This is an optimization exercise on Yosys and OpenROAD, whose aim is small area, not a production implementation.
Only simulation tests tie the RTL to the original design; equivalence was not proved.
Power figures rest on the tool's default switching activity, not on a simulated workload.

==> flow/design.v <==
module stage_scoreboard #(
    parameter int NUM_CH   = 8,
    parameter int WIDTH    = 64,
    parameter int DEPTH    = 4,
    parameter int HLT_SKEW = 16,
    parameter int TIMEOUT  = 3000
) (
    input  logic                    clk,
    input  logic                    rst_n,
    input  logic [NUM_CH-1:0]       dut_valid,
    input  logic [NUM_CH*WIDTH-1:0] dut_data,
    input  logic [NUM_CH-1:0]       ref_valid,
    input  logic [NUM_CH*WIDTH-1:0] ref_data,
    input  logic                    dut_hlt,
    input  logic                    ref_hlt,
    output logic [NUM_CH-1:0]       mismatch,
    output logic [15:0]             err_count,
    output logic                    first_err_valid,
    output logic [3:0]              first_err_ch,
    output logic [WIDTH-1:0]        first_err_dut,
    output logic [WIDTH-1:0]        first_err_ref,
    output logic [NUM_CH-1:0]       overflow,
    output logic                    hlt_mismatch,
    output logic                    done,
    output logic                    timeout
);
    localparam int AW = $clog2(DEPTH);
    localparam int CW = AW + 1;
    localparam int TW = $clog2(TIMEOUT + 1);
    localparam int SW = $clog2(HLT_SKEW + 1);
    logic [WIDTH-1:0]  d_mem    [NUM_CH][DEPTH];
    logic [WIDTH-1:0]  r_mem    [NUM_CH][DEPTH];
    logic [AW-1:0]     d_rp     [NUM_CH];
    logic [AW-1:0]     d_wp     [NUM_CH];
    logic [AW-1:0]     r_rp     [NUM_CH];
    logic [AW-1:0]     r_wp     [NUM_CH];
    logic [CW-1:0]     d_cnt    [NUM_CH];
    logic [CW-1:0]     r_cnt    [NUM_CH];
    logic [CW-1:0]     d_cnt_nx [NUM_CH];
    logic [CW-1:0]     r_cnt_nx [NUM_CH];
    logic [WIDTH-1:0]  d_head   [NUM_CH];
    logic [WIDTH-1:0]  r_head   [NUM_CH];
    logic [NUM_CH-1:0] cmp;
    logic [NUM_CH-1:0] diff;
    logic [NUM_CH-1:0] d_push;
    logic [NUM_CH-1:0] r_push;
    logic [NUM_CH-1:0] d_drop;
    logic [NUM_CH-1:0] r_drop;
    logic [4:0]        diff_pc;
    logic [3:0]        low_ch;
    logic [WIDTH-1:0]  low_d;
    logic [WIDTH-1:0]  low_r;
    logic [16:0]       err_sum;
    logic              all_empty_nx;
    logic              hs_d;
    logic              hs_r;
    logic              hs_d_nx;
    logic              hs_r_nx;
    logic              done_nx;
    logic [SW-1:0]     skew_cnt;
    logic [TW-1:0]     t_cnt;
    always_comb begin
        for (int i = 0; i < NUM_CH; i++) begin
            d_head[i] = d_mem[i][d_rp[i]];
            r_head[i] = r_mem[i][r_rp[i]];
            cmp[i]    = (d_cnt[i] != '0) && (r_cnt[i] != '0);
        end
    end
    always_comb begin
        for (int i = 0; i < NUM_CH; i++) begin
            diff[i]     = cmp[i] && (d_head[i] != r_head[i]);
            d_push[i]   = dut_valid[i] &&
                          ((d_cnt[i] != CW'(DEPTH)) || cmp[i]);
            r_push[i]   = ref_valid[i] &&
                          ((r_cnt[i] != CW'(DEPTH)) || cmp[i]);
            d_drop[i]   = dut_valid[i] &&
                          (d_cnt[i] == CW'(DEPTH)) && !cmp[i];
            r_drop[i]   = ref_valid[i] &&
                          (r_cnt[i] == CW'(DEPTH)) && !cmp[i];
            d_cnt_nx[i] = d_cnt[i] + CW'(d_push[i]) - CW'(cmp[i]);
            r_cnt_nx[i] = r_cnt[i] + CW'(r_push[i]) - CW'(cmp[i]);
        end
    end
    always_comb begin
        diff_pc      = '0;
        low_ch       = '0;
        low_d        = '0;
        low_r        = '0;
        all_empty_nx = 1'b1;
        for (int i = NUM_CH - 1; i >= 0; i--) begin
            diff_pc = diff_pc + 5'(diff[i]);
            if (diff[i]) begin
                low_ch = 4'(i);
                low_d  = d_head[i];
                low_r  = r_head[i];
            end
            if ((d_cnt_nx[i] != '0) || (r_cnt_nx[i] != '0)) begin
                all_empty_nx = 1'b0;
            end
        end
        err_sum = {1'b0, err_count} + 17'(diff_pc);
        hs_d_nx = hs_d | dut_hlt;
        hs_r_nx = hs_r | ref_hlt;
        done_nx = done | (hs_d_nx & hs_r_nx & all_empty_nx);
    end
    always_ff @(posedge clk) begin
        for (int i = 0; i < NUM_CH; i++) begin
            if (d_push[i]) begin
                d_mem[i][d_wp[i]] <= dut_data[i*WIDTH +: WIDTH];
            end
            if (r_push[i]) begin
                r_mem[i][r_wp[i]] <= ref_data[i*WIDTH +: WIDTH];
            end
        end
    end
    always_ff @(posedge clk) begin
        if (!rst_n) begin
            for (int i = 0; i < NUM_CH; i++) begin
                d_rp[i]  <= '0;
                d_wp[i]  <= '0;
                r_rp[i]  <= '0;
                r_wp[i]  <= '0;
                d_cnt[i] <= '0;
                r_cnt[i] <= '0;
            end
            overflow <= '0;
        end else begin
            for (int i = 0; i < NUM_CH; i++) begin
                if (cmp[i]) begin
                    d_rp[i] <= d_rp[i] + AW'(1);
                    r_rp[i] <= r_rp[i] + AW'(1);
                end
                if (d_push[i]) d_wp[i] <= d_wp[i] + AW'(1);
                if (r_push[i]) r_wp[i] <= r_wp[i] + AW'(1);
                d_cnt[i] <= d_cnt_nx[i];
                r_cnt[i] <= r_cnt_nx[i];
            end
            overflow <= overflow | d_drop | r_drop;
        end
    end
    always_ff @(posedge clk) begin
        if (!rst_n) begin
            mismatch        <= '0;
            err_count       <= '0;
            first_err_valid <= 1'b0;
            first_err_ch    <= '0;
            first_err_dut   <= '0;
            first_err_ref   <= '0;
        end else begin
            mismatch <= diff;
            if (err_sum[16]) err_count <= 16'hFFFF;
            else             err_count <= err_sum[15:0];
            if (!first_err_valid && (diff != '0)) begin
                first_err_valid <= 1'b1;
                first_err_ch    <= low_ch;
                first_err_dut   <= low_d;
                first_err_ref   <= low_r;
            end
        end
    end
    always_ff @(posedge clk) begin
        if (!rst_n) begin
            hs_d         <= 1'b0;
            hs_r         <= 1'b0;
            skew_cnt     <= '0;
            hlt_mismatch <= 1'b0;
            done         <= 1'b0;
        end else begin
            hs_d <= hs_d_nx;
            hs_r <= hs_r_nx;
            done <= done_nx;
            if ((hs_d ^ hs_r) && (skew_cnt != SW'(HLT_SKEW))) begin
                skew_cnt <= skew_cnt + SW'(1);
                if (skew_cnt == SW'(HLT_SKEW - 1)) begin
                    hlt_mismatch <= 1'b1;
                end
            end
        end
    end
    always_ff @(posedge clk) begin
        if (!rst_n) begin
            t_cnt   <= '0;
            timeout <= 1'b0;
        end else if (t_cnt != TW'(TIMEOUT)) begin
            t_cnt <= t_cnt + TW'(1);
            if ((t_cnt == TW'(TIMEOUT - 1)) && !done_nx) begin
                timeout <= 1'b1;
            end
        end
    end
endmodule
==> flow/run.sh <==
#!/bin/bash
# synth_recipe.tcl (not shown) runs the flow's synth.tcl, then flattens the netlist and writes it again
# the make line also repeats each setting of config.mk as NAME=value (left out here)
make -C /OpenROAD-flow-scripts/flow DESIGN_CONFIG=/design/flow/config.mk WORK_HOME=/design/flow/orfs CLKGATE_MAP_FILE= SYNTH_SCRIPT=/design/flow/synth_recipe.tcl finish
==> flow/config.mk <==
export PLATFORM = sky130hd
export DESIGN_NAME = stage_scoreboard
export DESIGN_NICKNAME = stage_scoreboard
export VERILOG_FILES = /design/flow/design.v
export SDC_FILE = /design/flow/constraint.sdc
export NUM_CORES = 4
export LEC_CHECK = 0
export CAP_MARGIN = 20
export CORE_MARGIN = 2
export CORE_UTILIZATION = 40
export SLEW_MARGIN = 30
==> flow/constraint.sdc <==
create_clock -name core_clock -period 8.0 [get_ports {clk}]
set_input_delay 1.6000 -clock core_clock [delete_from_list [all_inputs] [get_ports {clk}]]
set_output_delay 1.6000 -clock core_clock [all_outputs]
set_load 0.01 [all_outputs]
==> summary.txt <==
==> routing by layer <==
metal	share of wire, %	track usage, %
met4	7.6	20.4
met3	13	11.2
met1	36	39.5
met5	0.16	0
met2	44	46.0
==> metrics by stage <==
step | setup slack [ns] | std cells | power (mW) | hold slack, ns
2_1_floorplan | 2.12 | 8398 | 43.0 | 0.467
3_3_place_gp | -0.0115 | 15200 | 60.6 | 0.454
3_5_place_dp | 0.000851 | 15200 | 61.1 | 0.459
4_1_cts | 0.462 | 16100 | 83.2 | 0.482
5_1_grt | 0.0711 | 16200 | 85.3 | 0.508
6_report | 0.374 | 16300 | 84.4 | 0.482
==> flip-flops by register name, summed over array words and instances (netlist names), 3 cells and up, named ones only <==
name,cells
d_cnt,24
d_mem,2048
d_rp,16
d_wp,16
err_count,16
first_err_ch,3
first_err_dut,64
first_err_ref,64
mismatch,8
overflow,8
r_cnt,24
r_mem,2048
r_rp,16
r_wp,16
skew_cnt,5
t_cnt,12
==> cell type report <==
class	count	area share (%)
clock inverter	300	1.68
clock buffer	567	5.81
antenna	165	0.196
multi-input combinational	3437	19.8
sequential	4398	61.4
inverter	106	0.194
tap	5710	3.40
timing repair buffer	1612	7.54
==> synthesized netlist by cell type (2+ instances only) <==
library cell     n
nand3_1         10
buf_4           19
a2111oi_0        2
nand2_1         36
buf_6           15
a41o_1           2
nor4_1          59
fa_1            21
xor2_1         103
nor2_1         412
xnor2_1        512
a21boi_1        16
and2_1          96
a22o_1           8
nor2b_1         16
or3_1            3
inv_1          105
o221a_2         10
ha_1           107
o211ai_1         2
edfxtp_1      4096
a221oi_1       257
and3_1           6
a21oi_1         46
buf_1           43
a22oi_1        131
o221a_1        120
mux2i_1          2
o21ai_0          3
nand4_1        129
nand4b_1         4
o31ai_1        128
o22ai_1        128
dfxtp_1        302
clkbuf_1       291
mux4_2        1024
buf_2           89
and4_1           2
nor3_1          25
==> power groups by stage <==
stage	clock [mW]	sequential, mW	combinational (mW)
6_report	22.3	29.2	32.9
5_1_grt	23.3	29.4	32.5
4_1_cts	22.5	29.2	31.5
3_5_place_dp	0	29.7	31.4
3_3_place_gp	0	29.6	31.0
2_1_floorplan	0	29.0	14.1
==> tightest hold or removal path: stages, from the launching register on <==
cell and delay, ns:
dfxtp_1 0.33, a21oi_1 0.05, nor2_1 0.07
==> worst max-delay path by stage <==
stage / startpoint / to / slack [ns] / cells after the start
finish: r_rp[2][0] / err_count[13] / 0.37 / 23
global route: r_rp[2][0] / err_count[9] / 0.07 / 23
CTS: r_rp[2][0] / err_count[13] / 0.46 / 23
detailed placement: r_rp[2][0] / err_count[13] / 0.0009 / 22
global placement: r_rp[2][0] / err_count[8] / -0.01 / 22
floorplan: flip-flop / err_count[3] / 2.12 / 25
==> cell families after synthesis <==
| group | share of synthesized area (%) |
|---|---|
| muxes | 13.4 |
| adders and majority gates | 1.02 |
| and+or+nand+nor | 2.27 |
| xor gates and xnor gates | 3.12 |
| buffers and inverters | 1.40 |
| DFF | 74.8 |
| AOI/OAI and AO/OA | 4.07 |
| other | 0.00217 |
==> what timing repair did <==
| action | CTS | global route |
|---|---|---|
| hold endpoints to repair | 0 | 0 |
| setup buffers | 1 | 0 |
| setup endpoints to repair | 11 | 0 |
| hold buffers | 0 | 0 |
==> summary.txt <==
status=complete, no violations; mean post-synth cell area=20.6 um2; R2R setup slack=0.37 ns; I/O pins=1212; leakage dissipation=65.9 nW; Die Y=661 um; Clock power frac=26.4%; dpl cell area=194000 um2; Total Nets Final=11200; post-synth net total=9570; total CTS buffers=458; CTS max path bufs=4; Worst setup EP type=flip-flop; clock sinks=4398; CTS Root Cell=clkbuf_16; Hold Startpoint=overflow[0]; Die Width=661 um; Fmax=131 MHz; Power Internal=51.0 mW; max_slew headroom=16.6%; CTS tree=built; max cap viols=0; Worst EP required=8.92 ns; Worst Setup Start Kind=flip-flop; asr flop ratio synth=0%; CP delay by family, top=simple AND/OR/NAND/NOR gates; post-layout util=48.9%; Sw Ratio=39.6%; Setup Skew=0.0734 ns; drt drc=0; Final setup viols=0; first-pass GRT wire length=899000 um; sequential-to-total area share from yosys stat=74.8%; final worst path period need=7.63 ns; drt total wl=702000 um; Post-Syn Area=173000 um2; gp weighted congestion=1.06; setup TNS=0 ns; top_reg_cell synth=edfxtp_1; part of the power in registers=34.6%; Worst Path Max Fanout=18; Netlist cell types=57; Post-Synthesis Cells=8398; post-synth top area share=71.3%; 1st-iter DRT viols=16800; Worst R2R Start=r_rp[2][0]; unrepaired setup endpoints after global routing=no; worst path arrival time=8.55 ns; number of synthesized flops with an enable pin=4096; Hold Crit Endpoint=overflow[0]; Multi-input gate area=41500 um2; VDD IR-drop max=337 uV; Worst Path Buf+Inv=5; post-CTS resize count=0; post-DR vias/cell=6.16; std cell rows=241; Remaining Overflow, GRT=0; final instance area=210000 um2; vias in the first global route=95500; post-synth top area cell=edfxtp_1; cells on worst reg2reg path=23; largest net degree at the start of global routing=149; Reg clk slew, reported paths=0.06 ns; clk latency of the worst-skew pair=1.05 ns; critical path cell sequence=buf_4, mux4_2, xnor2_1, nand4_1, nor4_1, nand4_1, buf_4, nand2_1, inv_1, fa_1, fa_1, inv_1, fa_1, fa_1, inv_1, fa_1, nand2_1, nand2_1, a21oi_1, nor2_1, nand2_1, or3_1, a21oi_1; combinational share of power=39.0%; initial core utilization=40.1%; max incr delay on CP=0.74 ns; top cells by area, synth=edfxtp_1, mux4_2, dfxtp_1; Net Sw Power=33.4 mW; Detail Placement HPWL=538000 um; synthesized flop and latch total=4398; GRT Overall Usage=31.4%; Antenna Nets Post-Route=0; part of the cycle the worst path needs=95.3%; Fillers=35000; crit path max-delay cell type=nor4_1; PD cells=402 nW/um2; commonest non-fill, non-tap cell in the layout=edfxtp_1; Hold Path Stages=2; Sequential Area=129000 um2; drt pass-1 iters=8; critical path class=flip-flop to flip-flop; Slew Viols, Final=0; IO Port Bufs=1210; htree depth=5; initial antenna violation count=344; Worst Tran Pin Value=1.25 ns; share of cells above drive strength 1=22.0%; Hold Path Class=flip-flop to flip-flop; reg2reg end=err_count[13]; YS warnings=11; most frequent cells in the layout=edfxtp_1, clkdlybuf4s50_1, mux4_2; Layout area overhead=21.8%; Avg WL per Cell=43.1 um; final hold vios=0; Via Count=100000; Critical Path Most Common Cell=fa_1; Core ar.=430000 um2; die area=437000 um2

==> separate check: timing with driven ports <==
The results above use ideal ports. As a check the final layout listed here was re-extracted and re-timed, cells and wires unchanged.
Step 1 (the two cells are an assumption about what drives the block):
set clk [get_ports {clk}]
set_driving_cell -lib_cell sky130_fd_sc_hd__clkbuf_16 $clk
set_driving_cell -lib_cell sky130_fd_sc_hd__buf_2 [delete_from_list [all_inputs] $clk]
Step 2 times the ports against the registers' clock, not the clock port: input delays grow and output delays shrink by t, the midpoint of the rising clock arrivals with the driver on.
a / b / c = ideal ports / drivers / drivers and shift; a / b = the first two.
t (ns): 1.117
setup WS [ns]: 0.374 / 0.374 / 0.374
clock arrival spread, ns: 0.090 / 0.089
After both steps setup and hold are still met in this run. The setup slack of this run moves by 0.000 ns with the drivers and by 0.000 ns with both steps.
